From an optimization exercise on the open Yosys and OpenROAD flow, aimed at a short achievable clock period and few clock cycles; shortcuts taken in it are not production practice. Only simulation tests tie the RTL to the original design; equivalence was not proved. Power and IR drop assume default switching activity.

### design/flow/run.sh
#!/bin/bash
# synth_recipe.tcl (not shown) runs the flow's synth.tcl, then flattens the netlist and writes it again
# the make line also repeats each setting of config.mk as NAME=value (left out here)
make -C /OpenROAD-flow-scripts/flow DESIGN_CONFIG=/design/flow/config.mk WORK_HOME=/design/flow/orfs CLKGATE_MAP_FILE= SYNTH_SCRIPT=/design/flow/synth_recipe.tcl finish
### design/flow/config.mk
export PLATFORM = sky130hd
export DESIGN_NAME = riscv_pipeline
export DESIGN_NICKNAME = riscv_pipeline
export VERILOG_FILES = /design/flow/design.v
export SDC_FILE = /design/flow/constraint.sdc
export NUM_CORES = 4
export LEC_CHECK = 0
export CAP_MARGIN = 20
export CORE_MARGIN = 2
export CORE_UTILIZATION = 40
export SLEW_MARGIN = 20
### design/flow/constraint.sdc
create_clock -name core_clock -period 7.0 [get_ports {clk}]
set_input_delay 1.4000 -clock core_clock [delete_from_list [all_inputs] [get_ports {clk}]]
set_output_delay 1.4000 -clock core_clock [all_outputs]
set_load 0.01 [all_outputs]
### design/flow/design.v
package riscv_isa_pkg;
    typedef logic [6:0] opcode_t;
    typedef logic [2:0] funct3_t;
    localparam opcode_t OPC_OP     = 7'b011_0011;
    localparam opcode_t OPC_OP_IMM = 7'b001_0011;
    localparam opcode_t OPC_LUI    = 7'b011_0111;
    localparam opcode_t OPC_LOAD   = 7'b000_0011;
    localparam opcode_t OPC_STORE  = 7'b010_0011;
    localparam opcode_t OPC_BRANCH = 7'b110_0011;
    localparam opcode_t OPC_JAL    = 7'b110_1111;
    localparam funct3_t F3_ADD_SUB = 3'b000;
    localparam funct3_t F3_SLT     = 3'b010;
    localparam funct3_t F3_XOR     = 3'b100;
    localparam funct3_t F3_OR      = 3'b110;
    localparam funct3_t F3_AND     = 3'b111;
    localparam funct3_t F3_BNE = 3'b001;
    typedef enum logic [2:0] {
        ALU_ADD    = 3'd0,
        ALU_SUB    = 3'd1,
        ALU_AND    = 3'd2,
        ALU_OR     = 3'd3,
        ALU_XOR    = 3'd4,
        ALU_SLT    = 3'd5,
        ALU_PASS_B = 3'd6
    } alu_op_t;
endpackage
package riscv_pipe_pkg;
    typedef logic [32-1:0] word_t;
    typedef logic [$clog2(32)-1:0] reg_idx_t;
    typedef logic [32-1:0] imm_t;
    typedef enum logic [1:0] {
        RES_ALU = 2'd0,
        RES_MEM = 2'd1,
        RES_PC4 = 2'd2
    } result_src_t;
    typedef enum logic [1:0] {
        FWD_NONE = 2'd0,
        FWD_WB   = 2'd1,
        FWD_MEM  = 2'd2
    } fwd_sel_t;
endpackage
`timescale 1ns/1ps
module instr_decode (
    input  logic                        clk,
    input  logic                        rst,
    input  riscv_pipe_pkg::word_t       instr_d,
    input  logic                        reg_write_w,
    input  riscv_pipe_pkg::reg_idx_t    rd_w,
    input  riscv_pipe_pkg::word_t       result_w,
    output riscv_pipe_pkg::word_t       rd1_d,
    output riscv_pipe_pkg::word_t       rd2_d,
    output riscv_pipe_pkg::reg_idx_t    rs1_d,
    output riscv_pipe_pkg::reg_idx_t    rs2_d,
    output riscv_pipe_pkg::reg_idx_t    rd_d,
    output riscv_pipe_pkg::imm_t        imm_d,
    output riscv_isa_pkg::alu_op_t      alu_op_d,
    output logic                        alu_src_d,
    output logic                        reg_write_d,
    output logic                        mem_write_d,
    output logic                        branch_d,
    output logic                        branch_ne_d,
    output logic                        jump_d,
    output riscv_pipe_pkg::result_src_t result_src_d
);
    riscv_isa_pkg::opcode_t opcode;
    riscv_isa_pkg::funct3_t funct3;
    riscv_pipe_pkg::word_t   regs [1:32-1];
    logic    write_en;
    assign opcode = instr_d[6:0];
    assign funct3 = instr_d[14:12];
    assign rs1_d  = instr_d[19:15];
    assign rs2_d  = instr_d[24:20];
    assign rd_d   = instr_d[11:7];
    function automatic riscv_isa_pkg::alu_op_t alu_from_funct3(riscv_isa_pkg::funct3_t f3, logic sub);
        case (f3)
            riscv_isa_pkg::F3_ADD_SUB: alu_from_funct3 = sub ? riscv_isa_pkg::ALU_SUB : riscv_isa_pkg::ALU_ADD;
            riscv_isa_pkg::F3_SLT:     alu_from_funct3 = riscv_isa_pkg::ALU_SLT;
            riscv_isa_pkg::F3_XOR:     alu_from_funct3 = riscv_isa_pkg::ALU_XOR;
            riscv_isa_pkg::F3_OR:      alu_from_funct3 = riscv_isa_pkg::ALU_OR;
            riscv_isa_pkg::F3_AND:     alu_from_funct3 = riscv_isa_pkg::ALU_AND;
            default:    alu_from_funct3 = riscv_isa_pkg::ALU_ADD;
        endcase
    endfunction
    always_comb begin
        alu_op_d     = riscv_isa_pkg::ALU_ADD;
        alu_src_d    = 1'b0;
        reg_write_d  = 1'b0;
        mem_write_d  = 1'b0;
        branch_d     = 1'b0;
        branch_ne_d  = 1'b0;
        jump_d       = 1'b0;
        result_src_d = riscv_pipe_pkg::RES_ALU;
        imm_d        = {{20{instr_d[31]}}, instr_d[31:20]};
        case (opcode)
            riscv_isa_pkg::OPC_OP: begin
                reg_write_d = 1'b1;
                alu_op_d    = alu_from_funct3(funct3, instr_d[30]);
            end
            riscv_isa_pkg::OPC_OP_IMM: begin
                reg_write_d = 1'b1;
                alu_src_d   = 1'b1;
                alu_op_d    = alu_from_funct3(funct3, 1'b0);
            end
            riscv_isa_pkg::OPC_LUI: begin
                reg_write_d = 1'b1;
                alu_src_d   = 1'b1;
                alu_op_d    = riscv_isa_pkg::ALU_PASS_B;
                imm_d       = {instr_d[31:12], 12'b0};
            end
            riscv_isa_pkg::OPC_LOAD: begin
                reg_write_d  = 1'b1;
                alu_src_d    = 1'b1;
                result_src_d = riscv_pipe_pkg::RES_MEM;
            end
            riscv_isa_pkg::OPC_STORE: begin
                mem_write_d = 1'b1;
                alu_src_d   = 1'b1;
                imm_d       = {{20{instr_d[31]}}, instr_d[31:25], instr_d[11:7]};
            end
            riscv_isa_pkg::OPC_BRANCH: begin
                branch_d    = 1'b1;
                branch_ne_d = (funct3 == riscv_isa_pkg::F3_BNE);
                imm_d       = {{19{instr_d[31]}}, instr_d[31], instr_d[7],
                               instr_d[30:25], instr_d[11:8], 1'b0};
            end
            riscv_isa_pkg::OPC_JAL: begin
                jump_d       = 1'b1;
                reg_write_d  = 1'b1;
                result_src_d = riscv_pipe_pkg::RES_PC4;
                imm_d        = {{11{instr_d[31]}}, instr_d[31], instr_d[19:12],
                                instr_d[20], instr_d[30:21], 1'b0};
            end
            default: ;
        endcase
    end
    assign write_en = reg_write_w && !rst && (rd_w != '0);
    always_ff @(posedge clk) begin
        if (write_en) begin
            regs[rd_w] <= result_w;
        end
    end
    assign rd1_d = (rs1_d == '0) ? '0 :
                   (write_en && rd_w == rs1_d) ? result_w : regs[rs1_d];
    assign rd2_d = (rs2_d == '0) ? '0 :
                   (write_en && rd_w == rs2_d) ? result_w : regs[rs2_d];
endmodule
`timescale 1ns/1ps
module exec (
    input  riscv_pipe_pkg::word_t    rd1_e,
    input  riscv_pipe_pkg::word_t    rd2_e,
    input  riscv_pipe_pkg::word_t    pc_e,
    input  riscv_pipe_pkg::imm_t     imm_e,
    input  riscv_isa_pkg::alu_op_t   alu_op_e,
    input  logic                     alu_src_e,
    input  logic                     branch_e,
    input  logic                     branch_ne_e,
    input  logic                     jump_e,
    input  riscv_pipe_pkg::fwd_sel_t forward_a_e,
    input  riscv_pipe_pkg::fwd_sel_t forward_b_e,
    input  riscv_pipe_pkg::word_t    alu_result_m,
    input  riscv_pipe_pkg::word_t    result_w,
    output riscv_pipe_pkg::word_t    alu_result_e,
    output riscv_pipe_pkg::word_t    write_data_e,
    output riscv_pipe_pkg::word_t    pc_target_e,
    output logic                     pc_src_e
);
    riscv_pipe_pkg::word_t src_a;
    riscv_pipe_pkg::word_t src_b;
    logic  equal;
    function automatic riscv_pipe_pkg::word_t fwd_mux(riscv_pipe_pkg::fwd_sel_t sel, riscv_pipe_pkg::word_t reg_val, riscv_pipe_pkg::word_t mem_val,
                                      riscv_pipe_pkg::word_t wb_val);
        case (sel)
            riscv_pipe_pkg::FWD_MEM: fwd_mux = mem_val;
            riscv_pipe_pkg::FWD_WB:  fwd_mux = wb_val;
            default: fwd_mux = reg_val;
        endcase
    endfunction
    assign src_a        = fwd_mux(forward_a_e, rd1_e, alu_result_m, result_w);
    assign write_data_e = fwd_mux(forward_b_e, rd2_e, alu_result_m, result_w);
    assign src_b        = alu_src_e ? imm_e : write_data_e;
    always_comb begin
        case (alu_op_e)
            riscv_isa_pkg::ALU_ADD:    alu_result_e = src_a + src_b;
            riscv_isa_pkg::ALU_SUB:    alu_result_e = src_a - src_b;
            riscv_isa_pkg::ALU_AND:    alu_result_e = src_a & src_b;
            riscv_isa_pkg::ALU_OR:     alu_result_e = src_a | src_b;
            riscv_isa_pkg::ALU_XOR:    alu_result_e = src_a ^ src_b;
            riscv_isa_pkg::ALU_SLT:    alu_result_e = riscv_pipe_pkg::word_t'($signed(src_a) < $signed(src_b));
            riscv_isa_pkg::ALU_PASS_B: alu_result_e = src_b;
            default:    alu_result_e = src_b;
        endcase
    end
    assign equal       = (src_a == write_data_e);
    assign pc_src_e    = jump_e | (branch_e & (equal ^ branch_ne_e));
    assign pc_target_e = pc_e + imm_e;
endmodule
`timescale 1ns/1ps
module hazard_unit (
    input  riscv_pipe_pkg::reg_idx_t    rs1_d,
    input  riscv_pipe_pkg::reg_idx_t    rs2_d,
    input  riscv_pipe_pkg::reg_idx_t    rs1_e,
    input  riscv_pipe_pkg::reg_idx_t    rs2_e,
    input  riscv_pipe_pkg::reg_idx_t    rd_e,
    input  riscv_pipe_pkg::reg_idx_t    rd_m,
    input  riscv_pipe_pkg::reg_idx_t    rd_w,
    input  riscv_pipe_pkg::result_src_t result_src_e,
    input  logic                        reg_write_m,
    input  logic                        reg_write_w,
    input  logic                        pc_src_e,
    output riscv_pipe_pkg::fwd_sel_t    forward_a_e,
    output riscv_pipe_pkg::fwd_sel_t    forward_b_e,
    output logic                        stall_f,
    output logic                        stall_d,
    output logic                        flush_d,
    output logic                        flush_e
);
    logic load_use;
    function automatic riscv_pipe_pkg::fwd_sel_t fwd_select(riscv_pipe_pkg::reg_idx_t rs);
        if (rs == '0) begin
            fwd_select = riscv_pipe_pkg::FWD_NONE;
        end else if (reg_write_m && rd_m == rs) begin
            fwd_select = riscv_pipe_pkg::FWD_MEM;
        end else if (reg_write_w && rd_w == rs) begin
            fwd_select = riscv_pipe_pkg::FWD_WB;
        end else begin
            fwd_select = riscv_pipe_pkg::FWD_NONE;
        end
    endfunction
    assign forward_a_e = fwd_select(rs1_e);
    assign forward_b_e = fwd_select(rs2_e);
    assign load_use = (result_src_e == riscv_pipe_pkg::RES_MEM) && (rd_e != '0) &&
                      (rd_e == rs1_d || rd_e == rs2_d);
    assign stall_f = load_use;
    assign stall_d = load_use;
    assign flush_d = pc_src_e;
    assign flush_e = load_use | pc_src_e;
endmodule
`timescale 1ns/1ps
module io_regs (
    input  logic                  clk,
    input  logic                  rst,
    input  logic                  mem_write_m,
    input  riscv_pipe_pkg::word_t alu_result_m,
    input  riscv_pipe_pkg::word_t write_data_m,
    input  riscv_pipe_pkg::word_t read_data,
    output logic                  data_we,
    output riscv_pipe_pkg::word_t data_addr,
    output riscv_pipe_pkg::word_t din,
    output riscv_pipe_pkg::word_t read_data_m,
    output riscv_pipe_pkg::word_t status,
    output riscv_pipe_pkg::word_t result_bytes
);
    logic is_io;
    logic hit_status;
    logic hit_result;
    assign is_io      = (alu_result_m[31:8] == 32'hFFFF_FF00 >> 8);
    assign hit_status = (alu_result_m == (32'hFFFF_FF00 + 32'h0000_0000));
    assign hit_result = (alu_result_m == (32'hFFFF_FF00 + 32'h0000_0004));
    assign data_we   = mem_write_m & ~is_io;
    assign data_addr = alu_result_m;
    assign din       = write_data_m;
    always_ff @(posedge clk) begin
        if (rst) begin
            status       <= '0;
            result_bytes <= '0;
        end else if (mem_write_m) begin
            if (hit_status) begin
                status <= write_data_m;
            end
            if (hit_result) begin
                result_bytes <= write_data_m;
            end
        end
    end
    always_comb begin
        if (!is_io) begin
            read_data_m = read_data;
        end else if (hit_status) begin
            read_data_m = status;
        end else if (hit_result) begin
            read_data_m = result_bytes;
        end else begin
            read_data_m = '0;
        end
    end
endmodule
`timescale 1ns/1ps
module riscv_pipeline (
    input  logic                  clk,
    input  logic                  rst,
    input  riscv_pipe_pkg::word_t instr,
    output riscv_pipe_pkg::word_t pc,
    input  riscv_pipe_pkg::word_t read_data,
    output logic                  data_we,
    output riscv_pipe_pkg::word_t data_addr,
    output riscv_pipe_pkg::word_t din,
    output riscv_pipe_pkg::word_t status,
    output riscv_pipe_pkg::word_t result_bytes
);
    riscv_pipe_pkg::word_t       pc_plus4_f, pc_next_f;
    riscv_pipe_pkg::word_t       instr_d, pc_d, pc4_d;
    riscv_pipe_pkg::word_t       rd1_d, rd2_d;
    riscv_pipe_pkg::reg_idx_t    rs1_d, rs2_d, rd_d;
    riscv_pipe_pkg::imm_t        imm_d;
    riscv_isa_pkg::alu_op_t     alu_op_d;
    logic        alu_src_d, reg_write_d, mem_write_d, branch_d, branch_ne_d, jump_d;
    riscv_pipe_pkg::result_src_t result_src_d;
    logic        reg_write_e, mem_write_e, branch_e, branch_ne_e, jump_e, alu_src_e;
    riscv_isa_pkg::alu_op_t     alu_op_e;
    riscv_pipe_pkg::result_src_t result_src_e;
    riscv_pipe_pkg::word_t       rd1_e, rd2_e, pc_e, pc4_e;
    riscv_pipe_pkg::reg_idx_t    rs1_e, rs2_e, rd_e;
    riscv_pipe_pkg::imm_t        imm_e;
    riscv_pipe_pkg::word_t       alu_result_e, write_data_e, pc_target_e;
    logic        pc_src_e;
    logic        reg_write_m, mem_write_m;
    riscv_pipe_pkg::result_src_t result_src_m;
    riscv_pipe_pkg::word_t       alu_result_m, write_data_m, pc4_m, read_data_m;
    riscv_pipe_pkg::reg_idx_t    rd_m;
    logic        reg_write_w;
    riscv_pipe_pkg::result_src_t result_src_w;
    riscv_pipe_pkg::word_t       alu_result_w, read_data_w, pc4_w, result_w;
    riscv_pipe_pkg::reg_idx_t    rd_w;
    riscv_pipe_pkg::fwd_sel_t    forward_a_e, forward_b_e;
    logic        stall_f, stall_d, flush_d, flush_e;
    assign pc_plus4_f = pc + 32'd4;
    assign pc_next_f  = pc_src_e ? pc_target_e : pc_plus4_f;
    always_ff @(posedge clk) begin
        if (rst) begin
            pc <= 32'h0000_0000;
        end else if (!stall_f) begin
            pc <= pc_next_f;
        end
    end
    always_ff @(posedge clk) begin
        if (rst || flush_d) begin
            instr_d <= '0;
        end else if (!stall_d) begin
            instr_d <= instr;
        end
    end
    always_ff @(posedge clk) begin
        if (!stall_d) begin
            pc_d  <= pc;
            pc4_d <= pc_plus4_f;
        end
    end
    instr_decode instr_decode_i (
        .clk          (clk),
        .rst          (rst),
        .instr_d      (instr_d),
        .reg_write_w  (reg_write_w),
        .rd_w         (rd_w),
        .result_w     (result_w),
        .rd1_d        (rd1_d),
        .rd2_d        (rd2_d),
        .rs1_d        (rs1_d),
        .rs2_d        (rs2_d),
        .rd_d         (rd_d),
        .imm_d        (imm_d),
        .alu_op_d     (alu_op_d),
        .alu_src_d    (alu_src_d),
        .reg_write_d  (reg_write_d),
        .mem_write_d  (mem_write_d),
        .branch_d     (branch_d),
        .branch_ne_d  (branch_ne_d),
        .jump_d       (jump_d),
        .result_src_d (result_src_d)
    );
    always_ff @(posedge clk) begin
        if (rst || flush_e) begin
            reg_write_e  <= 1'b0;
            mem_write_e  <= 1'b0;
            branch_e     <= 1'b0;
            branch_ne_e  <= 1'b0;
            jump_e       <= 1'b0;
            alu_src_e    <= 1'b0;
            alu_op_e     <= riscv_isa_pkg::ALU_ADD;
            result_src_e <= riscv_pipe_pkg::RES_ALU;
        end else begin
            reg_write_e  <= reg_write_d;
            mem_write_e  <= mem_write_d;
            branch_e     <= branch_d;
            branch_ne_e  <= branch_ne_d;
            jump_e       <= jump_d;
            alu_src_e    <= alu_src_d;
            alu_op_e     <= alu_op_d;
            result_src_e <= result_src_d;
        end
    end
    always_ff @(posedge clk) begin
        rd1_e <= rd1_d;
        rd2_e <= rd2_d;
        pc_e  <= pc_d;
        pc4_e <= pc4_d;
        rs1_e <= rs1_d;
        rs2_e <= rs2_d;
        rd_e  <= rd_d;
        imm_e <= imm_d;
    end
    exec exec_i (
        .rd1_e        (rd1_e),
        .rd2_e        (rd2_e),
        .pc_e         (pc_e),
        .imm_e        (imm_e),
        .alu_op_e     (alu_op_e),
        .alu_src_e    (alu_src_e),
        .branch_e     (branch_e),
        .branch_ne_e  (branch_ne_e),
        .jump_e       (jump_e),
        .forward_a_e  (forward_a_e),
        .forward_b_e  (forward_b_e),
        .alu_result_m (alu_result_m),
        .result_w     (result_w),
        .alu_result_e (alu_result_e),
        .write_data_e (write_data_e),
        .pc_target_e  (pc_target_e),
        .pc_src_e     (pc_src_e)
    );
    always_ff @(posedge clk) begin
        if (rst) begin
            reg_write_m <= 1'b0;
            mem_write_m <= 1'b0;
        end else begin
            reg_write_m <= reg_write_e;
            mem_write_m <= mem_write_e;
        end
    end
    always_ff @(posedge clk) begin
        result_src_m <= result_src_e;
        alu_result_m <= alu_result_e;
        write_data_m <= write_data_e;
        rd_m         <= rd_e;
        pc4_m        <= pc4_e;
    end
    io_regs io_regs_i (
        .clk          (clk),
        .rst          (rst),
        .mem_write_m  (mem_write_m),
        .alu_result_m (alu_result_m),
        .write_data_m (write_data_m),
        .read_data    (read_data),
        .data_we      (data_we),
        .data_addr    (data_addr),
        .din          (din),
        .read_data_m  (read_data_m),
        .status       (status),
        .result_bytes (result_bytes)
    );
    always_ff @(posedge clk) begin
        if (rst) begin
            reg_write_w <= 1'b0;
        end else begin
            reg_write_w <= reg_write_m;
        end
    end
    always_ff @(posedge clk) begin
        result_src_w <= result_src_m;
        alu_result_w <= alu_result_m;
        read_data_w  <= read_data_m;
        rd_w         <= rd_m;
        pc4_w        <= pc4_m;
    end
    always_comb begin
        case (result_src_w)
            riscv_pipe_pkg::RES_MEM: result_w = read_data_w;
            riscv_pipe_pkg::RES_PC4: result_w = pc4_w;
            default: result_w = alu_result_w;
        endcase
    end
    hazard_unit hazard_unit_i (
        .rs1_d        (rs1_d),
        .rs2_d        (rs2_d),
        .rs1_e        (rs1_e),
        .rs2_e        (rs2_e),
        .rd_e         (rd_e),
        .rd_m         (rd_m),
        .rd_w         (rd_w),
        .result_src_e (result_src_e),
        .reg_write_m  (reg_write_m),
        .reg_write_w  (reg_write_w),
        .pc_src_e     (pc_src_e),
        .forward_a_e  (forward_a_e),
        .forward_b_e  (forward_b_e),
        .stall_f      (stall_f),
        .stall_d      (stall_d),
        .flush_d      (flush_d),
        .flush_e      (flush_e)
    );
endmodule
==> results.toml, run 1 <==
[synthesis]
post-synth-top-area-cell = "edfxtp_1"
synthFlopType = "edfxtp_1"
synth_area_um2 = 73300
ys_seq_elements = 1575
synth_nets = 5673
syn_avg_cell_area_um2 = 13.4
yosysSeqAreaShare_pct = 57.4
synthTopCellsByCount = "1054 x edfxtp_1, 521 x dfxtp_1, 486 x a21oi_1"
yosys.cell_count.top_type = "edfxtp_1"
yosys_warnings = 5
synth_top_area_share_pct = 43.2
synth_edf_count = 1054
synth_cell_types = 79
synthTopCellsByArea = "edfxtp_1 43%, dfxtp_1 14%, mux4_2 14%, a21oi_1 3.3%, mux2i_1 3.1%"
synthCells = 5464
synth-async-reset-ratio_pct = 0

[final_layout]
largest_register = "instr_decode_i.regs"
area_growth_pct = 15.7
multi_input_area_um2 = 29700
largest_reg_flops = 992
drive_gt1_share_pct = 18.5
regArea_um2 = 42100
n_fill_cell = 16019
final_cells = 8183
nNetsFinal = 5864
finalInstanceArea_um2 = 84800

[power]
comb_power_share_pct = 15.6
switching_share_pct = 28.1
vdd_drop_max_uv = 199
clkPwrFrac_pct = 37.7
internal_power_w = 0.0175
pwr-share-seq_pct = 46.7
switchingPower_w = 0.00685
total_leakage_power_nw = 28.8
p_per_area_nw_per_um2 = 288

[global_routing]
grt_max_degree = 131
grtUsageTotal_pct = 27.0
grt_pass1_wl_um = 363000
grt_pass1_vias = 50031
grt_antenna_before_repair = 9
grt_overflow = 0

[setup_path]
crit_fanout = 13
worstSetupStartpointType = "flop"
cp.required_ns = 7.65
worstSetupEndpointType = "flop"
worst-setup-path-type = "flop to flop"
crit_arrival_ns = 7.28

[timing]
tightest_slew_ns = 1.15
clock.fmax_ghz = 0.151
maxSlewViolCount = 0
setup_violations = 0
relSlewSlack_pct = 22.9
finalHoldViolCount = 0
finalCritPeriodShare_pct = 94.7
worst_slack_ns = 0.373
finalCriticalPeriod_ns = 6.63
setup_tns_ns = 0
skew_ns = 0.0610
rsz0062_at_grt = "no"

[clock_network]
clock_latency_ns = 0.83
ctsHoldBuffers = 0
cts_buffers = 169
htree_num_levels = 4
cts_tree = "done"
clockBufferDepth = 3
clock_sink_count = 1575
clk_pin_slew_worst_paths_ns = 0.06
cts_root_buffer = "clkbuf_16"

[die]
rows = 157
core_um2 = 182000
fp.dieW_um = 432
start_util_pct = 40.2
die_h_um = 432
die_area_um2 = 187000
ios = 227

[placement]
place_congestion = 0.958
pre_cts_slack_ns = 0.504
hpwl_um = 166000
dpl-instance-area_um2 = 79000
io_buffers = 226
dp_cells = 7868

[drt]
viasPerCell = 6.21
drt_wl_total_um = 256000
vias = 50779
routedWlPerCell_um = 31.3
ant_nets = 0
drt_iter0_drc = 6290
drc = 0
first_pass_iters = 7

[status]
outcome = "timing/DRC/antenna clean"

[worst_hold_path]
min_path_type = "flop to flop"

[job]
max-cap-violations = 0
[worst max-delay path: stages, from the launching register on]
cell	delay [ns]
dfxtp_1	0.63
xnor2_1	0.19
nand2_1	0.08
nor4_1	0.66
inv_1	0.11
ha_1	0.36
buf_4	0.28
a21oi_1	0.15
o31a_1	0.21
nor3_1	0.06
a21oi_1	0.39
inv_1	0.12
ha_1	0.41
o21ai_0	0.19
o211a_1	0.21
o21ai_0	0.20
a211oi_1	0.60
o31ai_2	0.23
o31a_1	0.36
a31o_2	0.32
a221o_1	0.35
a222oi_1	0.30
a21oi_1	0.07
[repair_timing]
action / CTS / global route
gates resized for setup: 0 / 2
setup buffers: 0 / 0
setup endpoints to repair: 0 / 2
[through the flow]
step / utilization [%] / total power [W] / hold WS [ns]
final: 46.4 / 0.0244 / 0.318
after global routing: 46.4 / 0.0251 / 0.326
after CTS: 46.4 / 0.0244 / 0.322
after detailed placement: 43.3 / 0.0153 / 0.312
after global placement: 43.3 / 0.0153 / 0.310
after floorplan: - / 0.0134 / 0.310
[routing by layer]
layer,global-route usage (%),wire (µm),up-vias
met1,36.8,105000,26155
met4,10.4,10400,0
met3,4.47,20900,494
met5,0,0,-
li1,-,-,21646
met2,43.1,120000,2484
[power by group through the flow]
stage / clock network, W / registers (W) / logic, W
6_report: 0.00918 / 0.0114 / 0.00380
5_1_grt: 0.00965 / 0.0114 / 0.00405
4_1_cts: 0.00929 / 0.0114 / 0.00375
3_5_place_dp: 0 / 0.0116 / 0.00374
3_3_place_gp: 0 / 0.0116 / 0.00371
2_1_floorplan: 0 / 0.0113 / 0.00212
[worst paths after layout]
kind              cells past startpoint                to  slack, ns      from
setup / recovery                     22  alu_result_m[23]       0.37   rd_w[2]
hold / removal                        0          pc4_m[3]       0.32  pc4_e[3]
setup reg to reg                     22  alu_result_m[23]       0.37   rd_w[2]
hold reg to reg                       0          pc4_m[3]       0.32  pc4_e[3]
[cells by family after synthesis]
logic type | Yosys count | share of synthesized area (%)
AOI/OAI and AO/OA | 1236 | 11.0
buffers and inverters | 516 | 2.73
xor gates and xnor gates | 102 | 1.22
muxes | 740 | 17.7
and+or+nand+nor | 1152 | 7.46
adders and majority gates | 143 | 2.47
DFF | 1575 | 57.4
[cell usage in the layout (no fill, tap or decap), drive strengths merged, types with 25 or more instances in the layout]
cell type / instances
nor2: 303
nand3: 49
mux2i: 229
o31a: 36
nor3: 124
xor2: 37
o221ai: 48
nand4: 25
inv: 136
xnor2: 65
o21ai: 180
edfxtp: 1054
clkinv: 56
ha: 140
a211oi: 58
nand2: 348
buf: 182
o31ai: 85
a21oi: 486
mux2: 71
and2: 49
mux4: 440
o211ai: 28
nand2b: 53
clkbuf: 229
nor2b: 105
a21o: 48
clkdlybuf4s50: 225
dfxtp: 521
a221oi: 104
[area by class of cell]
class / instances / area share (%)
Antenna cell: 4 / 0.0118
Clock buffer: 229 / 5.64
Clock inverter: 81 / 1.06
Inverter: 129 / 0.571
Multi-Input combinational cell: 3373 / 35.0
Sequential cell: 1575 / 49.7
Tap cell: 2385 / 3.52
Timing Repair Buffer: 407 / 4.51
Testbench counts, summed over its fixed seeds: cycles 87,325.
==> inputs of run 2 (changes only) <==
--- a/design/flow/config.mk
+++ b/design/flow/config.mk
@@ -7,2 +7,3 @@
 export LEC_CHECK = 0
+export ABC_CLOCK_PERIOD_IN_PS = 2500
 export CAP_MARGIN = 20
@@ -10,2 +11,3 @@
 export CORE_UTILIZATION = 40
+export SETUP_SLACK_MARGIN = 4
 export SLEW_MARGIN = 20
==> results.toml, run 2 <==
[clock_network]
htree_num_levels = 4
cts_tree = "done"
cts_buffers = 165
cts_root_buffer = "clkbuf_16"
clock_latency_ns = 0.85
ctsHoldBuffers = 0
clockBufferDepth = 3
clk_pin_slew_worst_paths_ns = 0.06
clock_sink_count = 1575

[synthesis]
synthFlopType = "edfxtp_1"
synth-async-reset-ratio_pct = 0
synth_edf_count = 1054
post-synth-top-area-cell = "edfxtp_1"
synth_top_area_share_pct = 43.2
synthTopCellsByCount = "1054 x edfxtp_1, 521 x dfxtp_1, 486 x a21oi_1"
yosys.cell_count.top_type = "edfxtp_1"
synth_area_um2 = 73300
syn_avg_cell_area_um2 = 13.4
ys_seq_elements = 1575
yosys_warnings = 5
synth_cell_types = 79
synth_nets = 5673
yosysSeqAreaShare_pct = 57.4
synthCells = 5464
synthTopCellsByArea = "edfxtp_1 43%, dfxtp_1 14%, mux4_2 14%, a21oi_1 3.3%, mux2i_1 3.1%"

[timing]
setup_violations = 0
rsz0062_at_grt = "yes"
finalCriticalPeriod_ns = 4.97
maxSlewViolCount = 0
tightest_slew_ns = 1.18
finalHoldViolCount = 0
finalCritPeriodShare_pct = 71.0
setup_tns_ns = 0
clock.fmax_ghz = 0.201
skew_ns = 0.0801
relSlewSlack_pct = 20.8

[global_routing]
grt_max_degree = 132
grt_antenna_before_repair = 15
grtUsageTotal_pct = 28.1
grt_pass1_wl_um = 376000
grt_pass1_vias = 51028
grt_overflow = 0

[setup_path]
crit_chain = "xor2_1 > nor4_1 > and3_2 > nor4_4 > ha_4 > clkinvlp_4 > o31a_1 > or2_4 > inv_2 > ha_4 > inv_2 > fa_2 > nand3b_1 > a21boi_2 > o211ai_1 > nand3b_1 > a31oi_4 > o21ai_4 > nand2_1 > o311a_1 > a211o_1 > a22oi_1"
critPathSlowestCell = "nor4_4"
r2r.worst_path.cells = 22
crit_arrival_ns = 5.68
max_stage_delay_ns = 0.38
worstSetupStartpointType = "flop"
worstSetupEndpointType = "flop"
crit_fanout = 4
cp.required_ns = 7.71
worst-setup-path-type = "flop to flop"

[drt]
drc = 0
first_pass_iters = 7
routedWlPerCell_um = 32.0
drt_iter0_drc = 6332
ant_nets = 0
drt_wl_total_um = 269000
vias = 52528
viasPerCell = 6.24

[die]
ios = 227
start_util_pct = 40.2
die_area_um2 = 187000
rows = 157
core_um2 = 182000
die_h_um = 432
fp.dieW_um = 432

[final_layout]
drive_gt1_share_pct = 29.1
final_common_cell = "edfxtp_1"
final_cell_mix = "1054 x edfxtp_1, 440 x mux4_2, 412 x dfxtp_1"
largest_register = "instr_decode_i.regs"
n_fill_cell = 15495
nNetsFinal = 6104
area_growth_pct = 22.7
largest_reg_flops = 992
final_util_pct = 49.3

[power]
p_per_area_nw_per_um2 = 276
total_leakage_power_nw = 31.3
vdd_drop_max_uv = 208

[placement]
place_congestion = 0.984
io_buffers = 226
hpwl_um = 166000

[worst_hold_path]
min_path_type = "flop to flop"
hold_depth = 0

[job]
max-cap-violations = 0

[status]
outcome = "timing/DRC/antenna clean"
[run 2: cell counts after synthesis]
Identical to the previous run, type by type.
[run 2: final cells by class]
type | instances | area, µm² | area share (%)
clock inverter | 86 | 933 | 1.04
antenna | 5 | 12.5 | 0.0139
sequential | 1575 | 42400 | 47.2
timing repair buffer | 638 | 6460 | 7.19
clock buffer | 212 | 4500 | 5.01
multi-input combinational | 3382 | 32100 | 35.7
inverter | 129 | 495 | 0.551
tap | 2385 | 2980 | 3.32
timing repair inverter | 4 | 30.0 | 0.0334
[run 2: power breakdown]
part | internal [W] | total, W | leakage (nW) | switching [W]
combinational | 0.00163 | 0.00455 | 14.6 | 0.00291
sequential | 0.0109 | 0.0114 | 14.0 | 0.000443
clock | 0.00499 | 0.00885 | 2.64 | 0.00386
[run 2: layer usage]
metal | up-vias | track usage, % | routed length (µm)
li1 | 22150 | - | -
met1 | 26851 | 37.8 | 106000
met2 | 2877 | 44.0 | 124000
met3 | 636 | 5.52 | 25500
met4 | 14 | 12.9 | 13900
met5 | - | 0 | 107
[run 2: stage by stage]
| step | power, W | worst slack (ns) | cells | instance area (µm²) | hold WS [ns] |
|---|---|---|---|---|---|
| 6_report | 0.0248 | 2.03 | 8416 | 89900 | 0.278 |
| 2_1_floorplan | 0.0135 | 2.31 | 5464 | 74100 | 0.310 |
| 5_1_grt | 0.0255 | 1.82 | 8412 | 89900 | 0.283 |
| 4_1_cts | 0.0245 | 2.15 | 8351 | 88700 | 0.266 |
| 3_3_place_gp | 0.0153 | 1.23 | 7853 | 79300 | 0.310 |
| 3_5_place_dp | 0.0153 | 1.17 | 7860 | 79400 | 0.312 |
[run 2: final timing paths]
path                 endpoint            start  slack (ns)
max          alu_result_m[30]         rs1_e[4]        2.03
min           result_src_w[1]  result_src_m[1]        0.28
max reg2reg  alu_result_m[30]         rs1_e[4]        2.03
min reg2reg   result_src_w[1]  result_src_m[1]        0.28
[run 2: worst max-delay path: cells and delay by family, from the launching register on]
| kind | cells | cell delay, ns |
|---|---|---|
| buffers and inverters | 3 | 0.27 |
| AO/OA/AOI/OAI | 8 | 1.75 |
| flip-flops | 1 | 0.37 |
| AND/OR/NAND/NOR | 7 | 1.47 |
| adder cells (fa/ha/maj) | 3 | 0.79 |
| XOR/XNOR | 1 | 0.17 |
[run 2: kinds of logic (layout without fill, tap and decap cells)]
family	Yosys count	in the layout	synth area share, %
simple gates	1152	1161	7.46
compound gates	1236	1236	11.0
mux	740	740	17.7
flops	1575	1575	57.4
other cells	0	5	0
buf+inv	516	1069	2.73
fa+ha+maj	143	143	2.47
xor+xnor	102	102	1.22
[run 2: repair_timing]
action,CTS,global route
cloned,25,3
buffers inserted,168,56
endpoints found under the setup margin,915,261
resized for setup,728,159
pin swaps,127,88

re-timing with driven ports:
The results above use ideal ports. As a check the final layouts listed here were re-extracted and re-timed, cells and wires unchanged. Step 1, drivers: a clkbuf_16 drives clk and a buf_2 each remaining input, both assumed. Step 2 adds t to the input delays and takes it off the output delays; t is the mean of the earliest and latest rising clock arrival at the registers after step 1. Input paths then give back, and output paths get back, about the clock's delay inside the block. Slacks: no drivers / after step 1 / after step 2; pairs: no drivers / after step 1.
| run | t (ns) | setup WS [ns] | worst hold slack (ns) | worst setup path after step 2 |
|---|---|---|---|---|
| run 1 | 0.887 | 0.373 / 0.373 / 0.373 | 0.318 / 0.318 / 0.318 | register to register |
| run 2 | 0.896 | 2.033 / 2.033 / 2.033 | 0.278 / 0.278 / 0.278 | register to register |
After both steps setup and hold are still met in every run listed.
